What follows belongs to an exercise in optimizing a design on an open flow for small area, a short achievable clock period and few clock cycles per item; a production flow would make more cautious choices.
Function was not checked in any run shown here: the RTL went through the layout flow alone.

==> flow/design.v <==
module sha_256_stream_core #(
  parameter int ROUNDS_PER_CYCLE = 1,
  parameter bit ENABLE_SHA224 = 1
) (
  input  logic         clk,
  input  logic         rst,
  input  logic         ena,
  input  logic [511:0] input_data,
  input  logic         input_valid,
  input  logic         input_first,
  input  logic         input_last,
  input  logic         mode_224,
  output logic         input_ready,
  output logic [255:0] output_hash,
  output logic         output_valid,
  input  logic         output_ready
);
  localparam logic [255:0] IV256 = 256'h6a09e667_bb67ae85_3c6ef372_a54ff53a_510e527f_9b05688c_1f83d9ab_5be0cd19;
  localparam logic [255:0] IV224 = 256'hc1059ed8_367cd507_3070dd17_f70e5939_ffc00b31_68581511_64f98fa7_befa4fa4;
  function automatic logic [31:0] kc(input logic [5:0] i);
    case (i)
      6'd0: kc = 32'h428a2f98;
      6'd1: kc = 32'h71374491;
      6'd2: kc = 32'hb5c0fbcf;
      6'd3: kc = 32'he9b5dba5;
      6'd4: kc = 32'h3956c25b;
      6'd5: kc = 32'h59f111f1;
      6'd6: kc = 32'h923f82a4;
      6'd7: kc = 32'hab1c5ed5;
      6'd8: kc = 32'hd807aa98;
      6'd9: kc = 32'h12835b01;
      6'd10: kc = 32'h243185be;
      6'd11: kc = 32'h550c7dc3;
      6'd12: kc = 32'h72be5d74;
      6'd13: kc = 32'h80deb1fe;
      6'd14: kc = 32'h9bdc06a7;
      6'd15: kc = 32'hc19bf174;
      6'd16: kc = 32'he49b69c1;
      6'd17: kc = 32'hefbe4786;
      6'd18: kc = 32'h0fc19dc6;
      6'd19: kc = 32'h240ca1cc;
      6'd20: kc = 32'h2de92c6f;
      6'd21: kc = 32'h4a7484aa;
      6'd22: kc = 32'h5cb0a9dc;
      6'd23: kc = 32'h76f988da;
      6'd24: kc = 32'h983e5152;
      6'd25: kc = 32'ha831c66d;
      6'd26: kc = 32'hb00327c8;
      6'd27: kc = 32'hbf597fc7;
      6'd28: kc = 32'hc6e00bf3;
      6'd29: kc = 32'hd5a79147;
      6'd30: kc = 32'h06ca6351;
      6'd31: kc = 32'h14292967;
      6'd32: kc = 32'h27b70a85;
      6'd33: kc = 32'h2e1b2138;
      6'd34: kc = 32'h4d2c6dfc;
      6'd35: kc = 32'h53380d13;
      6'd36: kc = 32'h650a7354;
      6'd37: kc = 32'h766a0abb;
      6'd38: kc = 32'h81c2c92e;
      6'd39: kc = 32'h92722c85;
      6'd40: kc = 32'ha2bfe8a1;
      6'd41: kc = 32'ha81a664b;
      6'd42: kc = 32'hc24b8b70;
      6'd43: kc = 32'hc76c51a3;
      6'd44: kc = 32'hd192e819;
      6'd45: kc = 32'hd6990624;
      6'd46: kc = 32'hf40e3585;
      6'd47: kc = 32'h106aa070;
      6'd48: kc = 32'h19a4c116;
      6'd49: kc = 32'h1e376c08;
      6'd50: kc = 32'h2748774c;
      6'd51: kc = 32'h34b0bcb5;
      6'd52: kc = 32'h391c0cb3;
      6'd53: kc = 32'h4ed8aa4a;
      6'd54: kc = 32'h5b9cca4f;
      6'd55: kc = 32'h682e6ff3;
      6'd56: kc = 32'h748f82ee;
      6'd57: kc = 32'h78a5636f;
      6'd58: kc = 32'h84c87814;
      6'd59: kc = 32'h8cc70208;
      6'd60: kc = 32'h90befffa;
      6'd61: kc = 32'ha4506ceb;
      6'd62: kc = 32'hbef9a3f7;
      6'd63: kc = 32'hc67178f2;
      default: kc = 32'h0;
    endcase
  endfunction
  function automatic logic [31:0] ivw(input logic m, input logic [2:0] i);
    case ({m, i})
      4'd0: ivw = 32'h6a09e667;
      4'd1: ivw = 32'hbb67ae85;
      4'd2: ivw = 32'h3c6ef372;
      4'd3: ivw = 32'ha54ff53a;
      4'd4: ivw = 32'h510e527f;
      4'd5: ivw = 32'h9b05688c;
      4'd6: ivw = 32'h1f83d9ab;
      4'd7: ivw = 32'h5be0cd19;
      4'd8: ivw = 32'hc1059ed8;
      4'd9: ivw = 32'h367cd507;
      4'd10: ivw = 32'h3070dd17;
      4'd11: ivw = 32'hf70e5939;
      4'd12: ivw = 32'hffc00b31;
      4'd13: ivw = 32'h68581511;
      4'd14: ivw = 32'h64f98fa7;
      4'd15: ivw = 32'hbefa4fa4;
      default: ivw = 32'h0;
    endcase
  endfunction
  function automatic logic [31:0] ror(input logic [31:0] x, input int n);
    ror = (x >> n) | (x << (32 - n));
  endfunction
  function automatic logic [63:0] csa(input logic [31:0] x, input logic [31:0] y, input logic [31:0] z);
    logic [31:0] hx, cy;
    hx = x ^ y;
    for (int i = 0; i < 32; i++) cy[i] = hx[i] ? z[i] : x[i];
    csa = {hx ^ z, cy[30:0], 1'b0};
  endfunction
  function automatic logic [31:0] add(input logic [31:0] x, input logic [31:0] y);
    logic [31:0] gg, pp, hx, gn, pn;
    hx = x ^ y;
    for (int i = 0; i < 32; i++) gg[i] = hx[i] ? 1'b0 : x[i];
    pp = x | y;
    for (int k = 1; k < 32; k = 2 * k) begin
      for (int i = 0; i < 32; i++) begin
        gn[i] = i >= k ? gg[i] | pp[i] & gg[i - k] : gg[i];
        pn[i] = i >= k ? pp[i] & pp[i - k] : pp[i];
      end
      gg = gn;
      pp = pn;
    end
    add = hx ^ {gg[30:0], 1'b0};
  endfunction
  function automatic logic [31:0] maj(input logic [31:0] x, input logic [31:0] y, input logic [31:0] z);
    maj = (x & y) | (x & z) | (y & z);
  endfunction
  logic [6:0] t;
  logic busy;           
  logic cmt;            
  logic ld;             
  logic nb;             
  logic nfirst, nmode, nlast;
  logic cfirst, clast;  
  logic mmode;          
  logic omode;          
  logic inph;           
  logic [3:0] wi;       
  logic rdy, ov;
  logic dpend;          
  logic push, ov_next;
  logic [31:0] kk;      
  logic [1:0] fk;       
  logic [31:0] a, b, c, d, e, f, g, p;    
  logic [0:15][31:0] w;                   
  logic [0:3][31:0] ha, he, han, hen;     
  assign input_ready = rdy;
  assign output_valid = ov;
  assign output_hash = {ha[0], ha[1], ha[2], ha[3], he[0], he[1], he[2], omode ? 32'h0 : he[3]};
  assign push = cmt;
  logic dset;
  assign dset = (push && ld && clast || dpend) && (!rdy || ena);
  assign ov_next = dset || ov && !(ena && output_ready);
  logic [31:0] xa, xe, suma, sume;
  assign xa = cfirst ? ivw(mmode, {1'b0, fk}) : ha[3];
  assign xe = cfirst ? ivw(mmode, {1'b1, fk}) : he[3];
  assign suma = add(xa, a);
  assign sume = add(xe, e);
  assign han = push ? {suma, ha[0], ha[1], ha[2]} : ha;
  assign hen = push ? {sume, he[0], he[1], he[2]} : he;
  logic [31:0] s0, s1, ch, mj, u_s, u_c, e_s, e_c, x_s, x_c, y_s, y_c, na, ne;
  assign s1 = ror(e, 6) ^ ror(e, 11) ^ ror(e, 25);
  assign ch = (e & f) ^ (~e & g);
  assign s0 = ror(a, 2) ^ ror(a, 13) ^ ror(a, 22);
  assign mj = maj(a, b, c);
  assign {u_s, u_c} = csa(p, ch, s1);
  assign {e_s, e_c} = csa(d, u_s, u_c);
  assign {x_s, x_c} = csa(mj, u_c, u_s);
  assign {y_s, y_c} = csa(x_c, x_s, s0);
  assign ne = add(e_s, e_c);
  assign na = add(y_s, y_c);
  logic [31:0] gop, cop, p_s, p_c;
  logic [5:0] ki;
  assign ki = t == 7'd63 ? 6'd0 : t == 7'd64 ? 6'd1 : 6'(t + 7'd2);
  assign gop = !ld ? g : nfirst ? ivw(nmode, 3'd7) : hen[3];
  assign cop = nfirst ? ivw(nmode, 3'd3) : han[3];
  assign {p_s, p_c} = csa(kk, w[15], gop);
  logic [31:0] sg0, sg1, w_s, w_c, v_s, v_c, wn, win;
  assign sg0 = ror(w[1], 7) ^ ror(w[1], 18) ^ (w[1] >> 3);
  assign sg1 = ror(w[14], 17) ^ ror(w[14], 19) ^ (w[14] >> 10);
  assign {w_s, w_c} = csa(w[9], w[0], sg1);
  assign {v_s, v_c} = csa(w_s, w_c, sg0);
  assign win = input_data[511 - 32 * wi -: 32];
  assign wn = inph ? win : add(v_s, v_c);
  always_ff @(posedge clk) begin
    w <= {w[1:15], wn};
    p <= add(p_s, p_c);
    b <= ld ? (nfirst ? ivw(nmode, 3'd1) : han[1]) : a;
    c <= ld ? (nfirst ? ivw(nmode, 3'd2) : han[2]) : b;
    d <= ld ? cop : c;
    f <= ld ? (nfirst ? ivw(nmode, 3'd5) : hen[1]) : e;
    g <= ld ? (nfirst ? ivw(nmode, 3'd6) : hen[2]) : f;
    a <= ld ? (nfirst ? ivw(nmode, 3'd0) : han[0]) : na;
    e <= ld ? (nfirst ? ivw(nmode, 3'd4) : hen[0]) : ne;
    ha <= han;
    he <= hen;
  end
  always_ff @(posedge clk) begin
    if (rst) begin
      t <= 7'd62;
      busy <= 1'b0;
      cmt <= 1'b0;
      ld <= 1'b0;
      nb <= 1'b0;
      rdy <= 1'b0;
      ov <= 1'b0;
      dpend <= 1'b0;
      inph <= 1'b0;
    end else begin
      ov <= ov_next;
      dpend <= (push && ld && clast || dpend) && !dset;
      ld <= t == 7'd63;
      if (ena && rdy) rdy <= 1'b0;
      if (t == 7'd60) begin
        cmt <= busy && !ov_next;
        if (busy && !ov_next) rdy <= 1'b1;
      end else if (ld) begin
        cmt <= 1'b0;
      end
      if (t == 7'd61 && !cmt) begin
        busy <= 1'b0;
        t <= 7'd62;
      end else if (t == 7'd62) begin
        if (busy || (input_valid && !rdy)) begin
          t <= 7'd63;
          inph <= 1'b1;
        end
      end else if (t == 7'd63) begin
        t <= 7'd64;
        nb <= input_valid && !rdy;
      end else if (ld) begin
        busy <= nb;
        t <= nb ? 7'd0 : 7'd62;
        if (!nb) inph <= 1'b0;
      end else begin
        t <= t + 7'd1;
        if (t == 7'd13) inph <= 1'b0;
      end
    end
  end
  always_ff @(posedge clk) begin
    wi <= t == 7'd62 ? 4'd0 : wi + 4'd1;
    kk <= kc(ki);
    fk <= t == 7'd60 ? 2'd3 : fk - 2'd1;
    if (t == 7'd63) begin
      nfirst <= input_first;
      nmode <= mode_224;
      nlast <= input_last;
    end
    if (ld) begin
      if (push && clast) omode <= mmode;
      if (nb) begin
        cfirst <= nfirst;
        clast <= nlast;
        if (nfirst) mmode <= ENABLE_SHA224 && nmode;
      end
    end
  end
endmodule
==> flow/run.sh <==
#!/bin/bash
# synth_recipe.tcl (not shown) runs the flow's synth.tcl, then flattens the netlist and writes it again
# the make line also repeats each setting of config.mk as NAME=value (left out here)
make -C /OpenROAD-flow-scripts/flow DESIGN_CONFIG=/design/flow/config.mk WORK_HOME=/design/flow/orfs CLKGATE_MAP_FILE= SYNTH_SCRIPT=/design/flow/synth_recipe.tcl finish
==> flow/config.mk <==
export PLATFORM = sky130hd
export DESIGN_NAME = sha_256_stream_core
export DESIGN_NICKNAME = sha_256_stream_core
export VERILOG_FILES = /design/flow/design.v
export SDC_FILE = /design/flow/constraint.sdc
export NUM_CORES = 4
export LEC_CHECK = 0
export CAP_MARGIN = 20
export CORE_MARGIN = 2
export CORE_UTILIZATION = 40
export SETUP_SLACK_MARGIN = 5
export SLEW_MARGIN = 20
==> flow/constraint.sdc <==
create_clock -name core_clock -period 9.5 [get_ports {clk}]
set_input_delay 1.9000 -clock core_clock [delete_from_list [all_inputs] [get_ports {clk}]]
set_output_delay 1.9000 -clock core_clock [all_outputs]
set_load 0.01 [all_outputs]
==> impl_results.md, run 1 <==
* Outcome: timing/DRC/antenna clean
* Cells along the critical path: xnor2_1 -> xnor2_1 -> xnor2_1 -> xnor2_1 -> ha_2 -> inv_2 -> fa_2 -> nor3_4 -> o31ai_4 -> a21oi_4 -> o31ai_4 -> buf_6 -> a31oi_4 -> a21oi_4 -> buf_6 -> o21ba_4 -> o21bai_1 -> xnor2_1 -> a2bb2oi_1
* Iteration count of the initial detailed-routing pass at 6
* Via count of the first global-routing pass at 50200
* Worst Clk Skew at 0.0737 ns
* Initial antenna violation count at 55
* Period minus WS final at 4.66 ns
* Clock Pin Slew Worst Setup and Hold Paths at 0.07 ns
* Initial Util at 40.3%
* Cell family contributing the most delay on the critical path: compound AO/OA/AOI/OAI gates
* Routed met3 length at 32.2 mm
* Syn Inst Count at 6678
* Most frequent cell on the critical path: sky130_fd_sc_hd__xnor2_1
* Via Count at 54600
* Placeable core region at approximately 150000 µm²
* Adder and majority gate portion of the synthesized area at 9.08%
* Kind of end point of the critical path: register
* Number of design-rule violations left by the first detailed-router iteration at just over 6000
* Max-capacitance violation count at 0
* Clock latency of the later-clocked register in the worst-skew pair at about 0.79 ns
* Buffer cell driving the clock tree root: sky130_fd_sc_hd__clkbuf_16
* Slowest Stage Delay on Critical Path at 0.82 ns
* Cell area after synthesis at 60400 µm²
* Overall fraction of global-route tracks in use at between 30% and 40%
* Portion of the clock cycle consumed by the worst path in the final layout at 49.0%
* Area of combinational cells with multiple inputs at 36900 µm²
* Final-layout setup total negative slack at 0 ns
* Synth Register Bits at 1084
* Met2 WL post-DR at 117 mm
* Sum of routed wire segments on met1 at 140 mm
* Distinct cells, synth at 83
* Total Routed Length at slightly below 300 mm
* Share of the yosys chip area belonging to registers at 36.1%
* Final worst-path setup slack at roughly 4.8 ns
* Die Footprint at 154000 µm²
* Dpl ws at 3.28 ns
* Required time reported for the critical path endpoint at just over 10 ns
* Multiplexer fraction of the synthesized cell area at 9.69%
* Fraction of the mapped netlist area in compound gates at 17.1%
* Startpoint kind of the worst setup timing path: register
* Sum of buffers and inverters on the critical path at 3
* Main combinational cell family by area after synthesis: compound AO/OA/AOI/OAI gates
* Number of nets with antenna violations after routing at 0
* Gr ovfl total at 0
* Fillcell total at 13900
* Layout net count at 8310
* Worst-Margin Slew at 1.25 ns
* Port Buffers at 777
* Layout cells sized above 1 at 16.2%
* TritonCTS clock tree: yes
* Worst min-delay path class: reg -> reg
* Worst setup path category: reg -> reg
* Critical-path top delay cell: sky130_fd_sc_hd__dfxtp_1
* Data arrival time of the critical path at 5.33 ns
* Synthesized area divided by synthesized cell count at 9.04 µm²
* Area used by sequential logic in the layout at between 20000 and 25000 µm²
* Chip height at 393 µm
* Number of slew-limit violations in the final report at 0
* Relative max-transition margin at 16.3%
* Total of endpoints with negative setup slack in the final report at 0
* Synthesis-to-layout area growth at 29.1%
* Share of synthesized registers carrying an async set or reset at 0%
* Synthesized-area fraction occupied by xor and xnor cells at between 10% and 20%
* Drt via density at 5.73
* Fmax at roughly 0.21 GHz
* Cts bufs inserted at 109
* Post-synth EDFFs at 7
* Depth of the CTS H-tree at 3
* Row cnt at 142
* Detail Placement HPWL at 232 mm
* Crit-path max FO at 6
* Primary flip-flop cell chosen by synthesis mapping: sky130_fd_sc_hd__dfxtp_1
* CTS max path bufs at 3
* Largest net degree at the start of global routing at 97
* Detail-routed net length per standard cell at approximately 31 µm
* Number of remaining DRC errors at 0
* Global-route wire length before repair at 399 mm
* Final number of hold-violating endpoints at 0
* Warning count from the yosys run at 1
* Horizontal die dimension at 393 µm
* RSZ-0062 raised after global routing: yes
* Top routing layer in use: met5
* I/O Pins at between 700 and 800
* Number of sinks driven by the clock tree at 1084
* Fraction of the mapped netlist area in simple logic gates at 8.87%
* Final RePlAce weighted congestion at 1.01
==> cells by family after synthesis <==
family                   Yosys count
AO/OA/AOI/OAI                   1605
XOR/XNOR                         809
adder cells (fa/ha/maj)          445
buffers and inverters           1096
flip-flops                      1084
multiplexers                     435
AND/OR/NAND/NOR                 1204
==> flip-flops by register name, summed over array words and instances, names as in the netlist, 2 cells and up <==
name,cells
a,32
b,32
c,32
d,32
e,32
f,32
fk,2
g,32
ha,128
he,128
kk,32
p,32
t,7
w,512
wi,4
==> final cells by class <==
class	instances	share of cell area (%)
Clock buffer	141	3.83
Multi-Input combinational cell	4500	47.3
Tap cell	2016	3.24
Sequential cell	1084	28.1
Antenna cell	24	0.0770
Clock inverter	64	1.19
Inverter	681	3.35
Timing Repair Buffer	1020	12.9
==> cells in the final DEF (no fill, tap or decap), types with 198 or more instances in the layout <==
cell type,Yosys,final
sky130_fd_sc_hd__inv_1,667,652
sky130_fd_sc_hd__mux2_2,235,230
sky130_fd_sc_hd__ha_1,388,348
sky130_fd_sc_hd__o211ai_1,212,212
sky130_fd_sc_hd__o21ai_0,473,441
sky130_fd_sc_hd__nor2_1,406,381
sky130_fd_sc_hd__xor2_1,216,210
sky130_fd_sc_hd__xnor2_1,590,487
sky130_fd_sc_hd__buf_4,96,198
sky130_fd_sc_hd__nand2_1,440,427
sky130_fd_sc_hd__dfxtp_1,1077,1028
sky130_fd_sc_hd__clkdlybuf4s50_1,0,777
sky130_fd_sc_hd__a21oi_1,362,318
==> what timing repair did <==
action                     CTS  global route
setup endpoints to repair  157            90
pin swaps                   76           107
hold endpoints to repair     0             0
buffers inserted           104            61
cloned                       8             1
gates resized for setup    350           283
hold buffers                 0             0
==> cell usage after synthesis, types with 23 or more instances <==
library cell,number,area [µm²]
sky130_fd_sc_hd__dfxtp_1,1077,21600
sky130_fd_sc_hd__inv_1,667,2500
sky130_fd_sc_hd__xnor2_1,590,5170
sky130_fd_sc_hd__o21ai_0,473,2370
sky130_fd_sc_hd__nand2_1,440,1650
sky130_fd_sc_hd__nor2_1,406,1520
sky130_fd_sc_hd__ha_1,388,4850
sky130_fd_sc_hd__a21oi_1,362,1810
sky130_fd_sc_hd__clkbuf_1,284,1070
sky130_fd_sc_hd__mux2_2,235,2650
sky130_fd_sc_hd__xor2_1,216,1890
sky130_fd_sc_hd__o211ai_1,212,1590
sky130_fd_sc_hd__mux2i_1,104,1040
sky130_fd_sc_hd__buf_4,96,721
sky130_fd_sc_hd__mux4_2,96,2160
sky130_fd_sc_hd__nor2b_1,78,488
sky130_fd_sc_hd__nor3_1,72,360
sky130_fd_sc_hd__o22a_1,58,508
sky130_fd_sc_hd__maj3_1,51,510
sky130_fd_sc_hd__nand3_1,42,210
sky130_fd_sc_hd__nand2b_1,41,257
sky130_fd_sc_hd__a221oi_1,40,350
sky130_fd_sc_hd__a31oi_1,39,244
sky130_fd_sc_hd__a21boi_0,38,285
sky130_fd_sc_hd__a22o_1,38,333
sky130_fd_sc_hd__o21bai_1,38,285
sky130_fd_sc_hd__a211oi_1,37,278
sky130_fd_sc_hd__buf_1,35,131
sky130_fd_sc_hd__o31ai_1,33,248
sky130_fd_sc_hd__a21o_1,27,203
sky130_fd_sc_hd__o21a_1,26,195
sky130_fd_sc_hd__or3_1,26,163
sky130_fd_sc_hd__o22ai_1,23,144
==> worst paths after layout <==
kind              startpoint     end  slack, ns  cells after the start
setup / recovery        a[3]   a[31]       4.84                     19
hold / removal         w[90]  w[122]       0.28                      0
setup reg to reg        a[3]   a[31]       4.84                     19
hold reg to reg        w[90]  w[122]       0.28                      0
==> per-layer routing <==
| layer | up-vias | global-route usage, % |
|---|---|---|
| met4 | 12 | 5.89 |
| met1 | 27200 | 57.6 |
| li1 | 24300 | - |
| met3 | 328 | 8.66 |
| met5 | - | 0 |
| met2 | 2763 | 50.8 |
==> through the flow <==
| step | hold slack (ns) | instances | utilization (%) | instance area, µm² |
|---|---|---|---|---|
| 4_1_cts | 0.285 | 9443 | 50.7 | 76000 |
| 6_report | 0.283 | 9530 | 52.0 | 78000 |
| 2_1_floorplan | 0.310 | 6678 | - | 60400 |
| 3_5_place_dp | 0.312 | 9126 | 46.3 | 69500 |
| 5_1_grt | 0.288 | 9512 | 52.0 | 77900 |
| 3_3_place_gp | 0.310 | 9126 | 46.3 | 69500 |
==> inputs of run 2 (changes only) <==
--- a/flow/design.v
+++ b/flow/design.v
@@ -110,13 +110,7 @@
   function automatic logic [31:0] ror(input logic [31:0] x, input int n);
     ror = (x >> n) | (x << (32 - n));
   endfunction
-  function automatic logic [63:0] csa(input logic [31:0] x, input logic [31:0] y, input logic [31:0] z);
-    logic [31:0] hx, cy;
-    hx = x ^ y;
-    for (int i = 0; i < 32; i++) cy[i] = hx[i] ? z[i] : x[i];
-    csa = {hx ^ z, cy[30:0], 1'b0};
-  endfunction
-  function automatic logic [31:0] add(input logic [31:0] x, input logic [31:0] y);
+  function automatic logic [31:0] addks(input logic [31:0] x, input logic [31:0] y);
     logic [31:0] gg, pp, hx, gn, pn;
     hx = x ^ y;
     for (int i = 0; i < 32; i++) gg[i] = hx[i] ? 1'b0 : x[i];
@@ -129,7 +123,38 @@
       gg = gn;
       pp = pn;
     end
-    add = hx ^ {gg[30:0], 1'b0};
+    addks = hx ^ {gg[30:0], 1'b0};
+  endfunction
+  function automatic logic [31:0] addsk(input logic [31:0] x, input logic [31:0] y);
+    logic [31:0] gg, pp, hx, gn, pn;
+    hx = x ^ y;
+    gg = x & y;
+    pp = x | y;
+    for (int k = 1; k < 32; k = 2 * k) begin
+      for (int i = 0; i < 32; i++) begin
+        int j;
+        j = (i / (2 * k)) * (2 * k) + k - 1;
+        gn[i] = (i % (2 * k)) >= k ? gg[i] | pp[i] & gg[j] : gg[i];
+        pn[i] = (i % (2 * k)) >= k ? pp[i] & pp[j] : pp[i];
+      end
+      gg = gn;
+      pp = pn;
+    end
+    addsk = hx ^ {gg[30:0], 1'b0};
+  endfunction
+  function automatic logic [31:0] addcs(input logic [31:0] x, input logic [31:0] y);
+    logic [16:0] lo;
+    logic [15:0] h0, h1;
+    lo = {1'b0, x[15:0]} + {1'b0, y[15:0]};
+    h0 = x[31:16] + y[31:16];
+    h1 = x[31:16] + y[31:16] + 16'd1;
+    addcs = {lo[16] ? h1 : h0, lo[15:0]};
+  endfunction
+  function automatic logic [63:0] csa(input logic [31:0] x, input logic [31:0] y, input logic [31:0] z);
+    logic [31:0] hx, cy;
+    hx = x ^ y;
+    for (int i = 0; i < 32; i++) cy[i] = hx[i] ? z[i] : x[i];
+    csa = {hx ^ z, cy[30:0], 1'b0};
   endfunction
   function automatic logic [31:0] maj(input logic [31:0] x, input logic [31:0] y, input logic [31:0] z);
     maj = (x & y) | (x & z) | (y & z);
@@ -161,10 +186,21 @@
   assign dset = (push && ld && clast || dpend) && (!rdy || ena);
   assign ov_next = dset || ov && !(ena && output_ready);
   logic [31:0] xa, xe, suma, sume;
-  assign xa = cfirst ? ivw(mmode, {1'b0, fk}) : ha[3];
-  assign xe = cfirst ? ivw(mmode, {1'b1, fk}) : he[3];
-  assign suma = add(xa, a);
-  assign sume = add(xe, e);
+  logic [1:0] fkn;
+  logic [7:0] ivs;
+  assign fkn = t == 7'd60 ? 2'd3 : fk - 2'd1;
+  always_comb begin
+    xa = cfirst ? 32'h0 : ha[3];
+    xe = cfirst ? 32'h0 : he[3];
+    for (int j = 0; j < 8; j++) begin
+      if (ivs[j]) begin
+        xa = xa | ivw(j[2], {1'b0, j[1:0]});
+        xe = xe | ivw(j[2], {1'b1, j[1:0]});
+      end
+    end
+  end
+  assign suma = xa + a;
+  assign sume = xe + e;
   assign han = push ? {suma, ha[0], ha[1], ha[2]} : ha;
   assign hen = push ? {sume, he[0], he[1], he[2]} : he;
   logic [31:0] s0, s1, ch, mj, u_s, u_c, e_s, e_c, x_s, x_c, y_s, y_c, na, ne;
@@ -176,24 +212,29 @@
   assign {e_s, e_c} = csa(d, u_s, u_c);
   assign {x_s, x_c} = csa(mj, u_c, u_s);
   assign {y_s, y_c} = csa(x_c, x_s, s0);
-  assign ne = add(e_s, e_c);
-  assign na = add(y_s, y_c);
+  sha_add32 u_adde (.x(e_s), .y(e_c), .s(ne));
+  sha_add32 u_adda (.x(y_s), .y(y_c), .s(na));
   logic [31:0] gop, cop, p_s, p_c;
   logic [5:0] ki;
   assign ki = t == 7'd63 ? 6'd0 : t == 7'd64 ? 6'd1 : 6'(t + 7'd2);
-  assign gop = !ld ? g : nfirst ? ivw(nmode, 3'd7) : hen[3];
+  logic gsg, gs2, gs3, gs6, gs4;
+  assign gop = {32{gsg}} & g | {32{gs2}} & he[2] | {32{gs3}} & he[3]
+             | {32{gs6}} & ivw(1'b0, 3'd7) | {32{gs4}} & ivw(1'b1, 3'd7);
   assign cop = nfirst ? ivw(nmode, 3'd3) : han[3];
-  assign {p_s, p_c} = csa(kk, w[15], gop);
+  assign p_s = gop ^ kk ^ w[15];
+  assign p_c = {maj(gop, kk, w[15]), 1'b0};
   logic [31:0] sg0, sg1, w_s, w_c, v_s, v_c, wn, win;
   assign sg0 = ror(w[1], 7) ^ ror(w[1], 18) ^ (w[1] >> 3);
   assign sg1 = ror(w[14], 17) ^ ror(w[14], 19) ^ (w[14] >> 10);
-  assign {w_s, w_c} = csa(w[9], w[0], sg1);
-  assign {v_s, v_c} = csa(w_s, w_c, sg0);
+  assign w_s = sg1 ^ w[9] ^ sg0;
+  assign w_c = {maj(sg1, w[9], sg0), 1'b0};
+  assign v_s = w_s ^ w_c ^ w[0];
+  assign v_c = {maj(w_s, w_c, w[0]), 1'b0};
   assign win = input_data[511 - 32 * wi -: 32];
-  assign wn = inph ? win : add(v_s, v_c);
+  assign wn = inph ? win : v_s + v_c;
   always_ff @(posedge clk) begin
     w <= {w[1:15], wn};
-    p <= add(p_s, p_c);
+    p <= p_s + p_c;
     b <= ld ? (nfirst ? ivw(nmode, 3'd1) : han[1]) : a;
     c <= ld ? (nfirst ? ivw(nmode, 3'd2) : han[2]) : b;
     d <= ld ? cop : c;
@@ -250,7 +291,13 @@
   always_ff @(posedge clk) begin
     wi <= t == 7'd62 ? 4'd0 : wi + 4'd1;
     kk <= kc(ki);
-    fk <= t == 7'd60 ? 2'd3 : fk - 2'd1;
+    fk <= fkn;
+    ivs <= cfirst ? 8'b1 << {mmode, fkn} : 8'b0;
+    gsg <= rst || t != 7'd63;
+    gs2 <= !rst && t == 7'd63 && !input_first && cmt;
+    gs3 <= !rst && t == 7'd63 && !input_first && !cmt;
+    gs6 <= !rst && t == 7'd63 && input_first && !mode_224;
+    gs4 <= !rst && t == 7'd63 && input_first && mode_224;
     if (t == 7'd63) begin
       nfirst <= input_first;
       nmode <= mode_224;
@@ -266,3 +313,26 @@
     end
   end
 endmodule
+module sha_add32 (
+  input  logic [31:0] x,
+  input  logic [31:0] y,
+  output logic [31:0] s
+);
+  always_comb begin
+    logic [31:0] gg, pp, hx, gn, pn;
+    hx = x ^ y;
+    gg = x & y;
+    pp = x | y;
+    for (int k = 1; k < 32; k = 2 * k) begin
+      for (int i = 0; i < 32; i++) begin
+        int j;
+        j = (i / (2 * k)) * (2 * k) + k - 1;
+        gn[i] = (i % (2 * k)) >= k ? gg[i] | pp[i] & gg[j] : gg[i];
+        pn[i] = (i % (2 * k)) >= k ? pp[i] & pp[j] : pp[i];
+      end
+      gg = gn;
+      pp = pn;
+    end
+    s = hx ^ {gg[30:0], 1'b0};
+  end
+endmodule
==> flow/flow/run.sh (new file) <==
#!/bin/bash
# The standard layout (standard synthesis, floorplan, placement, CTS, routing), except that
# the input and output ports are buffered with sky130_fd_sc_hd__buf_1 instead of the delay
# buffer buffer_ports picks by default.
set -euo pipefail
bash standard.sh "BUFFER_PORTS_ARGS=-buffer_cell sky130_fd_sc_hd__buf_1" finish > orfs_make.log 2>&1
==> flow/standard.sh (new file) <==
#!/bin/bash
# synth_recipe.tcl (not shown) runs the flow's synth.tcl, then flattens the netlist and writes it again
# the make line also repeats each setting of config.mk as NAME=value (left out here)
make -C /OpenROAD-flow-scripts/flow DESIGN_CONFIG=/design/flow/config.mk WORK_HOME=/design/flow/orfs CLKGATE_MAP_FILE= SYNTH_SCRIPT=/design/flow/synth_recipe.tcl "${@:-finish}"
--- a/flow/config.mk
+++ b/flow/config.mk
@@ -7,6 +7,9 @@
 export LEC_CHECK = 0
 export CAP_MARGIN = 20
 export CORE_MARGIN = 2
-export CORE_UTILIZATION = 40
+export CORE_UTILIZATION = 55
+export CTS_CLUSTER_DIAMETER = 90
+export CTS_CLUSTER_SIZE = 25
 export SETUP_SLACK_MARGIN = 5
 export SLEW_MARGIN = 20
+export SYNTH_HIERARCHICAL = 1
removed: flow/run.sh
==> run 2 against run 1 <==
Count of clock-buffer cells in the layout is 74 lower. Via count is 7.9% lower. Critical endpoint is now e[29]. Largest cell class unchanged. Cell area is 18% lower. Synthesized cell count is 9.8% lower. Highest routed layer unchanged. Still clean. Flip-flop and latch count is 13 higher.
==> impl_results.md, run 2 <==
* Outcome: timing/DRC/antenna clean
* Number of remaining DRC errors at 0 (unchanged)
* Distinct cells, synth at 100 (+20%)
* Flip-flop count of the largest register, all copies and words added at 512 (unchanged)
* Via count of the first global-routing pass at 45600 (-9.1%)
* Chip height at 328 µm (-16%)
* Layout net count at 7418 (-11%)
* Number of nets with antenna violations after routing at 0 (unchanged)
* Hold buffer count at CTS at 0 (unchanged)
* Global-route wire length before repair at 335 mm (-16%)
* Via Count at 50300 (-7.9%)
* Buffer cell driving the clock tree root: sky130_fd_sc_hd__clkbuf_16
* Final RePlAce weighted congestion at 1.06 (+5.1%)
* Detail-routed net length per standard cell at 30.7 µm (-0.81%)
* Clock Pin Slew Worst Setup and Hold Paths at 0.10 ns (+0.03 ns)
* Placed Instance Area at 60900 µm² (-12%)
* Final core utilization at 61.9% (+9.9 points)
* Worst Clk Skew at 0.0710 ns (-0.00269 ns)
* Warning count from the yosys run at 8 (+7)
* Detail Placement HPWL at 195 mm (-16%)
* Register with the highest flop count: w
* Gr ovfl total at 0 (unchanged)
* Met1 Track Usage GR at 65.0% (+7.4 points)
* Crit-path max FO at 11 (+5)
* Biggest registers after layout: w (512), ha (128), he (128)
* Synth Register Bits at 1097 (+1.2%)
* Required time reported for the critical path endpoint at 10.11 ns (-0.06 ns)
* Horizontal die dimension at 328 µm (-16%)
* Synthesis-to-layout area growth at 11.2%
* Overall fraction of global-route tracks in use at 43.5% (+6.7 points)
* Final-layout setup total negative slack at 0 ns (unchanged)
* Period minus WS final at 4.66 ns (-0.000320 ns)
* Kind of end point of the critical path: register
* Synth area leader: sky130_fd_sc_hd__dfxtp_1
* Global-route track usage on met3 at 16.6% (+8.0 points)
* Share of the yosys chip area belonging to registers at 38.7% (+2.7 points)
* Port Buffers at 777 (unchanged)
* Clock latency of the later-clocked register in the worst-skew pair at 0.73 ns (-0.06 ns)
* I/O Pins at 778 (unchanged)
* Drt via density at 6.33 (+10%)
* Portion of the clock cycle consumed by the worst path in the final layout at 49.0% (about the same)
* Post-layout instance area at 64200 µm² (-18%)
* Total of endpoints with negative setup slack in the final report at 0 (unchanged)
* Initial antenna violation count at 52 (-5.5%)
* Most frequent cell after synthesis: sky130_fd_sc_hd__dfxtp_1
* Leading cell types by count after synthesis: 1058 x sky130_fd_sc_hd__dfxtp_1, 497 x sky130_fd_sc_hd__inv_1, 488 x sky130_fd_sc_hd__nand2_1
* Routing usage on met2 at 57.2% (+6.4 points)
* Die Footprint at 108000 µm² (-30%)
* CTS max path bufs at 3 (unchanged)
* RSZ-0062 raised after global routing: yes
* Largest net degree at the start of global routing at 152 (+57%)
* Post-synth EDFFs at 39 (+32)
* Number of sinks driven by the clock tree at 1097 (+1.2%)
* Syn Inst Count at 6024 (-9.8%)
* Data arrival time of the critical path at 5.26 ns (-0.07 ns)
* Busiest layer in global routing: met1
* Synthesized area divided by synthesized cell count at 9.59 µm² (+6.0%)
* Most frequent cells in the layout: 1006 x sky130_fd_sc_hd__dfxtp_1, 777 x sky130_fd_sc_hd__buf_1, 492 x sky130_fd_sc_hd__inv_1, 479 x sky130_fd_sc_hd__nand2_1, 352 x sky130_fd_sc_hd__o21ai_0
* Cts bufs inserted at 53 (-51%)
* Layout cells sized above 1 at 12.4% (-3.9 points)
* Initial Util at 55.6% (+15 points)
* Final number of hold-violating endpoints at 0 (unchanged)
* Commonest non-fill, non-tap cell in the layout: sky130_fd_sc_hd__dfxtp_1
* Iteration count of the initial detailed-routing pass at 6 (unchanged)
* Fraction of synthesized cell area taken by the top area cell type at 36.7% (+0.98 points)
* Relative max-transition margin at 22.4% (+6.2 points)
* Worst-Margin Slew at 1.16 ns (-0.0915 ns)
* Cell area after synthesis at 57700 µm² (-4.4%)
* Final hold slack at 0.291 ns (+0.00730 ns)
* Top cells by area, synth: sky130_fd_sc_hd__dfxtp_1 37%, sky130_fd_sc_hd__xnor2_1 6.4%, sky130_fd_sc_hd__ha_1 5.9%
* Primary flip-flop cell chosen by synthesis mapping: sky130_fd_sc_hd__dfxtp_1
* Worst setup path category: reg -> reg
* Share of synthesized registers carrying an async set or reset at 0% (unchanged)
* Number of design-rule violations left by the first detailed-router iteration at 7875 (+27%)
* Fmax at 0.215 GHz (about the same)
* Depth of the CTS H-tree at 2 (-1)
* Startpoint kind of the worst setup timing path: register
* Worst min-delay path class: reg -> reg
* Placeable core region at 104000 µm² (-31%)
* Row cnt at 118 (-17%)
* Number of slew-limit violations in the final report at 0 (unchanged)
* TritonCTS clock tree: yes
* Total Routed Length at 244 mm (-17%)
* Max-capacitance violation count at 0 (unchanged)
==> run 2: kinds of logic after synthesis <==
kind of cell | share of synthesized area (%)
AO/OA/AOI/OAI | 15.6
XOR/XNOR | 9.11
adder cells (fa/ha/maj) | 10.4
buffers and inverters | 6.76
flip-flops | 38.7
multiplexers | 9.98
other | 0.00649
AND/OR/NAND/NOR | 9.51
==> run 2: stage by stage <==
step                cells  worst slack (ns)
finish               7951              4.84
global route         7937              4.88
CTS                  7899              4.85
detailed placement   7819              3.64
global placement     7819              3.24
floorplan            6025              5.44
==> run 2: area by class of cell <==
| class | instances | area, µm² |
|---|---|---|
| Timing Repair inverter | 1 | 5.00 |
| Clock inverter | 11 | 193 |
| Sequential cell | 1097 | 22500 |
| Tap cell | 1380 | 1730 |
| Timing Repair Buffer | 862 | 3610 |
| Multi-Input combinational cell | 4004 | 32800 |
| Clock buffer | 67 | 1410 |
| Inverter | 503 | 1900 |
| Antenna cell | 26 | 65.1 |
| Fill cell | 8967 | 39600 |
==> run 2: Yosys stat by module, one instance, submodules excluded <==
module | flip-flops and latches | cells | area [µm²]
sha_256_stream_core | 1097 | 5450 | 53600
sha_add32 | 0 | 287 | 2070
==> run 2: path summary, 6_finish.rpt <==
check,endpoint,slack (ns),cells past startpoint,start
setup / recovery,e[29],4.84,11,ivs[5]
hold / removal,w[368],0.29,0,w[336]
setup reg to reg,e[29],4.84,11,ivs[5]
hold reg to reg,w[368],0.29,0,w[336]
==> run 2: metal layers <==
layer | part of all wire (%) | routed length, µm | up-vias
li1 | - | - | 21700
met1 | 42 | 103000 | 24600
met2 | 38 | 92600 | 3472
met3 | 16 | 38600 | 457
met4 | 3.8 | 9160 | 24
met5 | 0.066 | 160 | -
==> run 2: critical path, cell delays in order (launching register included) <==
cell and delay [ns]:
sky130_fd_sc_hd__dfxtp_1 0.58, sky130_fd_sc_hd__nor2_1 1.00, sky130_fd_sc_hd__nand3_1 0.20, sky130_fd_sc_hd__ha_1 0.39
sky130_fd_sc_hd__a21oi_1 0.19, sky130_fd_sc_hd__o211ai_1 0.20, sky130_fd_sc_hd__a21oi_1 0.37, sky130_fd_sc_hd__o21ai_1 0.26
sky130_fd_sc_hd__a21oi_2 0.32, sky130_fd_sc_hd__o21ai_1 0.22, sky130_fd_sc_hd__o311ai_2 0.55, sky130_fd_sc_hd__o221a_2 0.28
==> run 2: repair_timing <==
| item | in CTS | in global routing |
|---|---|---|
| setup endpoints to repair | 85 | 87 |
| resized for setup | 91 | 211 |
| setup buffers | 2 | 24 |
| pin swaps | 2 | 41 |
| cloned | 0 | 2 |
| endpoints found under the hold margin | 0 | 0 |
==> inputs of run 3 (changes only) <==
--- a/flow/config.mk
+++ b/flow/config.mk
@@ -10,6 +10,7 @@
 export CORE_UTILIZATION = 55
 export CTS_CLUSTER_DIAMETER = 90
 export CTS_CLUSTER_SIZE = 25
+export GPL_ROUTABILITY_DRIVEN = 0
 export SETUP_SLACK_MARGIN = 5
 export SLEW_MARGIN = 20
 export SYNTH_HIERARCHICAL = 1
==> run 3 against run 2 <==
Still clean. Synthesized cell count unchanged. Flip-flop and latch count unchanged. Cell area is 0.13% higher. Wire length down 1.6%. Final cell count is 0.24% higher. Die area unchanged. Clock skew rose by 0.0063 ns. Via count grew 0.11%. Sequential share of layout area shrank 0.053 points. Critical path depth increased by 2. Critical endpoint unchanged. Highest routed layer unchanged.
==> impl_results.md, run 3 <==
* Fraction of the mapped netlist area in simple logic gates at 9.51% (unchanged)
* Share of synthesized registers carrying an async set or reset at 0% (unchanged)
* Reg-to-reg critical path startpoint: ivs[2]
* Multiplexer fraction of the synthesized cell area at 9.98% (unchanged)
* Worst hold path depth at 0 (unchanged)
* Share of the yosys chip area belonging to registers at 38.7% (unchanged)
* Most frequent cell after synthesis: sky130_fd_sc_hd__dfxtp_1
* Worst setup path category: reg -> reg
* Total Routed Length at 240 mm (-1.6%)
* Port Buffers at 777 (unchanged)
* Setup slack of the worst register-to-register path at 5.04 ns (+0.19 ns)
* Post-synth EDFFs at 39 (unchanged)
* Final-layout setup total negative slack at 0 ns (unchanged)
* Outcome: timing/DRC/antenna clean
* CTS max path bufs at 3 (unchanged)
* Final hold slack at 0.312 ns (+0.0215 ns)
* Number of slew-limit violations in the final report at 0 (unchanged)
* Layout net count at 7418 (unchanged)
* Clock latency of the later-clocked register in the worst-skew pair at 0.75 ns (+0.02 ns)
* Fmax at 0.224 GHz (+4.3%)
* Final core utilization at 62.0% (+0.081 points)
* Synthesized-area fraction occupied by xor and xnor cells at 9.11% (unchanged)
* Placed Instance Area at 60900 µm² (about the same)
* TritonCTS clock tree: yes
* Placeable core region at 104000 µm² (unchanged)
* Synth Register Bits at 1097 (unchanged)
* Clock Pin Slew Worst Setup and Hold Paths at 0.10 ns (about the same)
* Overall fraction of global-route tracks in use at 42.7% (-0.80 points)
* Syn Inst Count at 6024 (unchanged)
* Leading cell types by count after synthesis: 1058 x sky130_fd_sc_hd__dfxtp_1, 497 x sky130_fd_sc_hd__inv_1, 488 x sky130_fd_sc_hd__nand2_1
* Main combinational cell family by area after synthesis: compound AO/OA/AOI/OAI gates
* Hold-critical path endpoint: w[414]
* Iteration count of the initial detailed-routing pass at 6 (unchanged)
* I/O Pins at 778 (unchanged)
* Register with the highest flop count: w
* Die Footprint at 108000 µm² (unchanged)
* Startpoint kind of the worst setup timing path: register
* Warning count from the yosys run at 8 (unchanged)
* Cts bufs inserted at 55 (+3.8%)
* Path depth of the worst reg2reg path at 13 (+2)
* Final number of hold-violating endpoints at 0 (unchanged)
* Number of standard cells in the layout, taps in and fillers out at 7970 (+0.24%)
* Final worst-path setup slack at 5.04 ns (+0.192 ns)
* Fraction of the mapped netlist area in compound gates at 15.6% (unchanged)
* Hold buffer count at CTS at 0 (unchanged)
* Post-layout instance area at 64300 µm² (+0.13%)
* Initial Util at 55.6% (unchanged)
* Global-route track usage on met3 at 18.7% (+2.0 points)
* RSZ-0062 raised after global routing: yes
* Flip-flop count of the largest register, all copies and words added at 512 (unchanged)
* Chip height at 328 µm (unchanged)
* Data arrival time of the critical path at 5.16 ns (-0.10 ns)
* Biggest registers after layout: w (512), ha (128), he (128)
* Busiest layer in global routing: met1
* Number of nets with antenna violations after routing at 0 (unchanged)
* Adder and majority gate portion of the synthesized area at 10.4% (unchanged)
* Via count of the first global-routing pass at 45000 (-1.2%)
* Crit-path max FO at 10 (-1)
* Relative max-transition margin at 31.0% (+8.6 points)
* Most frequent cells in the layout: 996 x sky130_fd_sc_hd__dfxtp_1, 777 x sky130_fd_sc_hd__buf_1, 494 x sky130_fd_sc_hd__inv_1, 481 x sky130_fd_sc_hd__nand2_1
* Placed cell count at 7815 (-0.051%)
* Initial antenna violation count at 50 (-3.8%)
* Distinct cells, synth at 100 (unchanged)
* Met1 Track Usage GR at 62.5% (-2.4 points)
* Global-route wire length before repair at 329 mm (-1.8%)
* Detail Placement HPWL at 191 mm (-2.0%)
* Number of sinks driven by the clock tree at 1097 (unchanged)
* Period minus WS final at 4.46 ns (-0.192 ns)
* Required time reported for the critical path endpoint at 10.19 ns (+0.08 ns)
* Via Count at 50400 (+0.11%)
* Portion of the clock cycle consumed by the worst path in the final layout at 47.0% (-2.0 points)
* Gr ovfl total at 0 (unchanged)
* Detail-routed net length per standard cell at 30.1 µm (-1.9%)
* Row cnt at 118 (unchanged)
* Layout cells sized above 1 at 12.5% (+0.13 points)
* Routing usage on met2 at 54.9% (-2.3 points)
* Start point of the worst hold path: w[382]
* Total of endpoints with negative setup slack in the final report at 0 (unchanged)
* Top cells by area, synth: sky130_fd_sc_hd__dfxtp_1 37%, sky130_fd_sc_hd__xnor2_1 6.4%, sky130_fd_sc_hd__ha_1 5.9%
* Number of remaining DRC errors at 0 (unchanged)
* Max-capacitance violation count at 0 (unchanged)
* Reg-to-Reg End: e[29]
* Buffer cell driving the clock tree root: sky130_fd_sc_hd__clkbuf_16
* Synthesis-to-layout area growth at 11.4%
* Synth area leader: sky130_fd_sc_hd__dfxtp_1
* Commonest non-fill, non-tap cell in the layout: sky130_fd_sc_hd__dfxtp_1
* Worst-Margin Slew at 1.02 ns (-0.135 ns)
* Synthesized area divided by synthesized cell count at 9.59 µm² (unchanged)
* Largest net degree at the start of global routing at 150 (-1.3%)
* Kind of end point of the critical path: register
* Number of design-rule violations left by the first detailed-router iteration at 7576 (-3.8%)
* Worst Clk Skew at 0.0774 ns (+0.00633 ns)
* Depth of the CTS H-tree at 2 (unchanged)
* Drt via density at 6.32 (-0.13%)
* Dpl ws at 3.88 ns (+0.237 ns)
* Horizontal die dimension at 328 µm (unchanged)
* Fraction of synthesized cell area taken by the top area cell type at 36.7% (unchanged)
* Cell area after synthesis at 57700 µm² (unchanged)
* Primary flip-flop cell chosen by synthesis mapping: sky130_fd_sc_hd__dfxtp_1
* Worst min-delay path class: reg -> reg
==> run 3: cell counts after synthesis <==
No cell type changed its count.
==> run 3: cells by family after synthesis <==
group / count (synthesis)
AOI/OAI and AO/OA: 1372
xor gates and xnor gates: 600
adders and majority gates: 424
buffers and inverters: 925
DFF: 1097
muxes: 389
other: 1
and+or+nand+nor: 1216
==> run 3: layer usage <==
| layer | up-vias | share of wire, % |
|---|---|---|
| li1 | 21700 | - |
| met1 | 24400 | 42 |
| met2 | 3745 | 38 |
| met3 | 512 | 16 |
| met4 | 40 | 3.9 |
| met5 | - | 0.44 |
==> run 3: worst max-delay path by stage <==
stage / slack (ns) / to / start
after floorplan: 5.44 / a[22] / e[18]
after global placement: 3.56 / e[29] / ivs[7]
after detailed placement: 3.88 / e[29] / ivs[3]
after CTS: 4.96 / e[29] / ivs[3]
after global routing: 4.91 / a[29] / e[6]
final: 5.04 / e[29] / ivs[2]
==> run 3: worst max-delay path, stage by stage (launching register included) <==
cell	delay, ns
sky130_fd_sc_hd__dfxtp_1	0.55
sky130_fd_sc_hd__nor3_4	0.31
sky130_fd_sc_hd__nand2_1	0.30
sky130_fd_sc_hd__nor2_4	0.36
sky130_fd_sc_hd__o21ai_0	0.15
sky130_fd_sc_hd__ha_1	0.41
sky130_fd_sc_hd__a21oi_1	0.28
sky130_fd_sc_hd__o221ai_1	0.17
sky130_fd_sc_hd__a21oi_1	0.31
sky130_fd_sc_hd__o21ai_1	0.23
sky130_fd_sc_hd__a21oi_1	0.37
sky130_fd_sc_hd__o21ai_1	0.24
sky130_fd_sc_hd__o311ai_2	0.46
sky130_fd_sc_hd__o221a_2	0.25
==> run 3: cell type report <==
type / count / area, µm²
Timing Repair inverter: 1 / 5.00
Sequential cell: 1097 / 22500
Tap cell: 1380 / 1730
Clock buffer: 66 / 1450
Clock inverter: 16 / 264
Timing Repair Buffer: 860 / 3600
Inverter: 503 / 1900
Multi-Input combinational cell: 4004 / 32800
Antenna cell: 43 / 108
Fill cell: 9040 / 39500
==> run 3: modules after synthesis (local to each module, per instance) <==
module / cells / flops+latches / times used / area [µm²]
sha_256_stream_core: 5450 / 1097 / 1 / 53600
sha_add32: 287 / 0 / 2 / 2070
==> run 3: what timing repair did <==
item,CTS,global route
buffers inserted,4,24
cloned,2,0
resized for setup,93,204
setup endpoints to repair,107,90
pin swaps,6,38

==> what the ideal ports hide <==
The flow's constraints put no driver on any port. The routed layouts listed below were extracted and timed again, unchanged, in two steps.
Step 1 sets driving cells, clkbuf_16 on the clock port and buf_2 on the other inputs (assumed; they add their load-dependent delay and slew).
Step 2 times the ports against the registers' clock, not the clock port: input delays grow and output delays shrink by t, the midpoint of the rising clock arrivals with the driver on.
Three values: no drivers, after step 1, after step 2; two values: the first two.
run | shift t [ns] | slack for setup (ns) | worst register clock-pin slew, ns | worst slew at a driven data input, ns | cell pins on the clock port's net
run 1 | 0.843 | 4.844 / 4.844 / 4.795 | 0.08 / 0.08 | 0.36 | 1
run 2 | 0.770 | 4.844 / 4.844 / 4.844 | 0.11 / 0.11 | 0.24 | 1
run 3 | 0.791 | 5.035 / 5.035 / 5.035 | 0.11 / 0.11 | 0.31 | 1
After both steps every run listed still meets setup and hold. For run 1, which loses most, drivers alone change the setup slack by 0.000 ns; drivers and shift together by -0.049 ns.
